Source: an optimization exercise on an open RTL-to-GDS flow (aim: small area, a short achievable clock period and few clock cycles per item). Production flows keep margins and buffers that such runs may drop.
The RTL was checked by simulation tests, not by an equivalence proof against the original design.
Power is estimated from default activity; no workload was simulated.

oak:
Design gnn_mlp_4x4x2, start of the top module:
module gnn_mlp_4x4x2 #(
  parameter int IN_W  = 5,
  parameter int HID_W = 11,
  parameter int OUT_W = 17
) (
  input  logic                    clk,
  input  logic                    rst_n,
  input  logic                    in_ready,
  input  logic signed [IN_W-1:0]  x0,
  input  logic signed [IN_W-1:0]  x1,
  input  logic signed [IN_W-1:0]  x2,
  input  logic signed [IN_W-1:0]  x3,
  input  logic signed [IN_W-1:0]  w04,
  input  logic signed [IN_W-1:0]  w14,
  input  logic signed [IN_W-1:0]  w24,
  input  logic signed [IN_W-1:0]  w34,
  input  logic signed [IN_W-1:0]  w05,
  input  logic signed [IN_W-1:0]  w15,
  input  logic signed [IN_W-1:0]  w25,
  input  logic signed [IN_W-1:0]  w35,
  input  logic signed [IN_W-1:0]  w06,
  input  logic signed [IN_W-1:0]  w16,
  input  logic signed [IN_W-1:0]  w26,
  input  logic signed [IN_W-1:0]  w36,
  input  logic signed [IN_W-1:0]  w07,
  input  logic signed [IN_W-1:0]  w17,
  input  logic signed [IN_W-1:0]  w27,
  input  logic signed [IN_W-1:0]  w37,
  input  logic signed [IN_W-1:0]  w48,
  input  logic signed [IN_W-1:0]  w58,
  input  logic signed [IN_W-1:0]  w68,
  input  logic signed [IN_W-1:0]  w78,
  input  logic signed [IN_W-1:0]  w49,
  input  logic signed [IN_W-1:0]  w59,
  input  logic signed [IN_W-1:0]  w69,
  input  logic signed [IN_W-1:0]  w79,
  output logic signed [OUT_W-1:0] out0,
  output logic signed [OUT_W-1:0] out1,
  output logic                    out0_ready,
  output logic                    out1_ready
);
For scale: about 2,500 cells after synthesis, about 480 flip-flops, about 180 I/O pins, about 0.030 mm² of cells after synthesis.
export LEC_CHECK = 0
export CAP_MARGIN = 20
export CORE_MARGIN = 2
export CORE_UTILIZATION = 40
export SLEW_MARGIN = 20
create_clock -name core_clock -period 8.0 [get_ports {clk}]
standard.sh (not shown) runs the stock make flow with config.mk's settings and CLKGATE_MAP_FILE= SYNTH_SCRIPT=/design/flow/synth_recipe.tcl, a recipe that flattens the netlist after the stock synthesis.
==> flow/flow/run.sh <==
#!/bin/bash
# Standard layout, with these changes:
#  - the full adders the RTL spells out (sum = a ^ b ^ c, carry = majority) are given to
#    synthesis as sky130 full-adder cells, so the adder trees keep the structure written,
#    and Yosys's own full-adder extraction is skipped (ADDER_MAP_FILE empty);
#  - ports are buffered with buf_2 instead of the default delay buffer.
set -euo pipefail
python3 flow/fa_cells.py design.v design_fa.v > fa_cells.log 2>&1
bash standard.sh VERILOG_FILES="$PWD/design_fa.v" ADDER_MAP_FILE= \
  BUFFER_PORTS_ARGS="-buffer_cell sky130_fd_sc_hd__buf_2" finish > standard.log 2>&1
==> flow/flow/fa_cells.py <==
#!/usr/bin/env python3
"""Rewrite full adders (and half adders  wire S = A ^ B;  wire CO = A & B;) written as  wire S = A ^ B ^ C;  wire CO = (A & B) | (A & C) | (B & C);
into sky130 full-adder cell instances, so that synthesis keeps the adder trees as written.
Usage: fa_cells.py IN.v OUT.v"""
import re, sys
src = open(sys.argv[1]).read().split('\n')
out = []
n = 0
i = 0
rs = re.compile(r'^\s*wire\s+(\S+)\s*=\s*(\S+)\s*\^\s*(\S+)\s*\^\s*(\S+)\s*;\s*$')
rhs = re.compile(r'^\s*wire\s+(\S+)\s*=\s*(\S+)\s*\^\s*(\S+)\s*;\s*$')
rhc = re.compile(r'^\s*wire\s+(\S+)\s*=\s*(\S+)\s*&\s*(\S+)\s*;\s*$')
rc = re.compile(r'^\s*wire\s+(\S+)\s*=\s*\((\S+)\s*&\s*(\S+)\)\s*\|\s*\((\S+)\s*&\s*(\S+)\)\s*\|\s*\((\S+)\s*&\s*(\S+)\)\s*;\s*$')
while i < len(src):
    m1 = rs.match(src[i])
    m2 = rc.match(src[i + 1]) if m1 and i + 1 < len(src) else None
    if m1 and m2:
        s, a, b, c = m1.groups()
        co = m2.group(1)
        assert m2.groups()[1:] == (a, b, a, c, b, c), src[i:i+2]
        n += 1
        out.append(f'  wire {s}, {co};')
        out.append(f'  sky130_fd_sc_hd__fa_1 bfa_{n} (.A({a}), .B({b}), .CIN({c}), .SUM({s}), .COUT({co}));')
        i += 2
    elif rhs.match(src[i]) and i + 1 < len(src) and rhc.match(src[i + 1]) \
            and rhs.match(src[i]).groups()[1:] == rhc.match(src[i + 1]).groups()[1:]:
        s, a, b = rhs.match(src[i]).groups()
        co = rhc.match(src[i + 1]).group(1)
        n += 1
        out.append(f'  wire {s}, {co};')
        out.append(f'  sky130_fd_sc_hd__ha_1 bha_{n} (.A({a}), .B({b}), .SUM({s}), .COUT({co}));')
        i += 2
    else:
        out.append(src[i])
        i += 1
open(sys.argv[2], 'w').write('\n'.join(out))
sys.stderr.write(f'{n} adder cells mapped\n')
Testbench counts of oak, summed over its fixed seeds: cycles 16,040, items 16,000.
### oak -> pine
==> flow/flow/run.sh <==
#!/bin/bash
# Standard layout, with these changes:
#  - the full adders the RTL spells out (sum = a ^ b ^ c, carry = majority) are given to
#    synthesis as sky130 full-adder cells, so the adder trees keep the structure written;
#  - ports are buffered with buf_1 instead of the default delay buffer.
set -euo pipefail
python3 flow/fa_cells.py design.v design_fa.v > fa_cells.log 2>&1
bash standard.sh VERILOG_FILES="$PWD/design_fa.v" \
  BUFFER_PORTS_ARGS="-buffer_cell sky130_fd_sc_hd__buf_1" finish > standard.log 2>&1
-- flow/config.mk --
<<< oak, line 8
export CAP_MARGIN = 20
export CORE_MARGIN = 2
export CORE_UTILIZATION = 40
export SLEW_MARGIN = 20
>>> pine, line 8
export CAP_MARGIN = 20
export CORE_MARGIN = 2
export CORE_UTILIZATION = 60
export CTS_CLUSTER_DIAMETER = 100
export CTS_CLUSTER_SIZE = 25
export SETUP_SLACK_MARGIN = 4.8
export SLEW_MARGIN = 20
==> comparison <==
- pine closes out successfully: all stages finished, all timing, DRC and antenna checks passed.
- No stage failed in oak, and the final checks on the layout all came back clean.
- Compared to oak, pine has worst setup slack after layout 0.74 ns higher.
- Looking at master of the slowest instance on the critical path, the sky130_fd_sc_hd__dfxtp_1 result is from oak; the sky130_fd_sc_hd__fa_2 one comes from pine.
- When pine is set beside oak, its sequential share of layout area turns out to be 0.69 points larger.
- Wire length on met3, pine and oak: smaller value in oak
- On pine: maximum net fanout on the critical path is 12 lower than what oak gave.
- The internal power summed over all cells in pine was lower than what oak gave.
- Going from oak to pine, area of the multi-input gates up 410 µm², total instance count after detailed placement down 204, synthesized cell count up 91, final area up 1.3%.
- From oak to pine, number of enable-type register cells in the synthesized netlist did not move at all.
Here is what was changed in the inputs of birch compared with pine.
==> flow/config.mk <==
export PLATFORM = sky130hd
export DESIGN_NAME = gnn_mlp_4x4x2
export DESIGN_NICKNAME = gnn_mlp_4x4x2
export VERILOG_FILES = /design/flow/design.v
export SDC_FILE = /design/flow/constraint.sdc
export NUM_CORES = 4
export LEC_CHECK = 0
export ABC_AREA = 1
export CAP_MARGIN = 20
export CORE_MARGIN = 2
export CORE_UTILIZATION = 40
export CTS_CLUSTER_DIAMETER = 100
export CTS_CLUSTER_SIZE = 25
export SETUP_SLACK_MARGIN = 4.9
export SLEW_MARGIN = 20
Looking at highest clock rate across both flows, birch is the stronger of the two, with pine trailing. The worst relative slew slack in birch sits 22 points above the value recorded for pine. | overall routed net length | lower: pine |. Diff pine -> birch: final core area utilization now smaller, power now sits higher.
Inputs modified between birch and maple:
-- flow/config.mk --
<<< birch, line 6
export NUM_CORES = 4
export LEC_CHECK = 0
export ABC_AREA = 1
export CAP_MARGIN = 20
export CORE_MARGIN = 2
>>> maple, line 6
export NUM_CORES = 4
export LEC_CHECK = 0
export CAP_MARGIN = 20
export CORE_MARGIN = 2
Notes after the runs:
Compared to birch, maple was floorplanned on a smaller die. Compared with birch, maple shows placer congestion estimate that has gone down by a few percent. Measured against each other, maple and birch differ in data arrival at the endpoint of the critical path, the higher figure coming from maple. birch has a lower part of the power in the clock network than maple.

* * *

Starting RTL as in the previous note.
Settings: LEC_CHECK=0, CAP_MARGIN=20, CORE_MARGIN=2, CORE_UTILIZATION=40, CTS_CLUSTER_DIAMETER=100, CTS_CLUSTER_SIZE=25, SETUP_SLACK_MARGIN=4.6, SLEW_MARGIN=20; clock period 8.0 ns.
==> flow/flow/run.sh <==
#!/bin/bash
# Standard layout, with these changes:
#  - the full adders the RTL spells out (sum = a ^ b ^ c, carry = majority) are given to
#    synthesis as sky130 full-adder cells, so the adder trees keep the structure written;
#  - ports are buffered with buf_1 instead of the default delay buffer.
set -euo pipefail
python3 flow/fa_cells.py design.v design_fa.v > fa_cells.log 2>&1
bash standard.sh VERILOG_FILES="$PWD/design_fa.v" \
  BUFFER_PORTS_ARGS="-buffer_cell sky130_fd_sc_hd__buf_1" finish > standard.log 2>&1
Scripts as last shown in full above: flow/flow/fa_cells.py
Testbench counts at the start, summed over its fixed seeds: cycles 16,040, items 16,000.
==> next run, changes <==
Settings changed: SETUP_SLACK_MARGIN 4.6 to 5.0.
After rerunning: Total power goes up by 6.0%; design area goes up by 8.1%; non-clock buffer count goes up by 140; global-route usage goes up by 1.6 points; core utilization goes up by 3.5 points; wire length goes up by 12%; area after synthesis stays the same; worst setup slack improved by 0.22 ns; worst hold slack is about the same.
==> next run, changes <==
Settings changed: SETUP_SLACK_MARGIN 5.0 to 4.8.
The changed run went through all stages and came out clean.
Worst hold slack is worse by 0.0088 ns.
Maximum frequency came out lower by 0.88%.
Core utilization came out lower by 2.0 points.
Sequential share of layout area came out higher by 0.97 points.
==> next run, changes <==
Settings changed: CORE_UTILIZATION 40 to 55, CTS_BUF_LIST set to sky130_fd_sc_hd__clkbuf_8, CTS_CLUSTER_DIAMETER 100 to not set, CTS_CLUSTER_SIZE 25 to not set, SETUP_SLACK_MARGIN 4.8 to 4.9.
Outcome: Die area is lower by 27%; total power is higher by 7.1%; cell area is higher by 4.5%.

port drivers added, routing unchanged:
Ports are ideal in the flow. The routed layouts listed here were re-timed in OpenROAD. Step 1 (the two cells are an assumption about what drives the block):
set clk [get_ports {clk}]
set_driving_cell -lib_cell sky130_fd_sc_hd__clkbuf_16 $clk
set_driving_cell -lib_cell sky130_fd_sc_hd__buf_2 [delete_from_list [all_inputs] $clk]
Step 2, shift: input delay + t, output delay - t, t = (earliest + latest rising clock arrival at the registers) / 2. This alone moves slack from input paths to output paths. Slacks: ideal / step 1 / step 2; pairs: ideal / step 1.
run | t, ns | setup WS [ns] | hold WS [ns]
oak | 0.690 | 4.070 / 4.070 / 4.070 | 0.324 / 0.324 / 0.324
pine | 0.651 | 4.809 / 4.809 / 4.809 | 0.316 / 0.316 / 0.316
birch | 0.677 | 4.869 / 4.869 / 4.869 | 0.320 / 0.320 / 0.320
maple | 0.690 | 4.835 / 4.835 / 4.835 | 0.329 / 0.329 / 0.329
the first run of note 2 | 0.693 | 4.619 / 4.619 / 4.619 | 0.328 / 0.328 / 0.328
the second run of note 2 | 0.682 | 4.840 / 4.840 / 4.840 | 0.329 / 0.329 / 0.329
the third run of note 2 | 0.689 | 4.812 / 4.812 / 4.812 | 0.320 / 0.320 / 0.320
the fourth run of note 2 | 0.749 | 4.830 / 4.830 / 4.830 | 0.314 / 0.314 / 0.314
After both steps setup and hold are still met in every run listed.
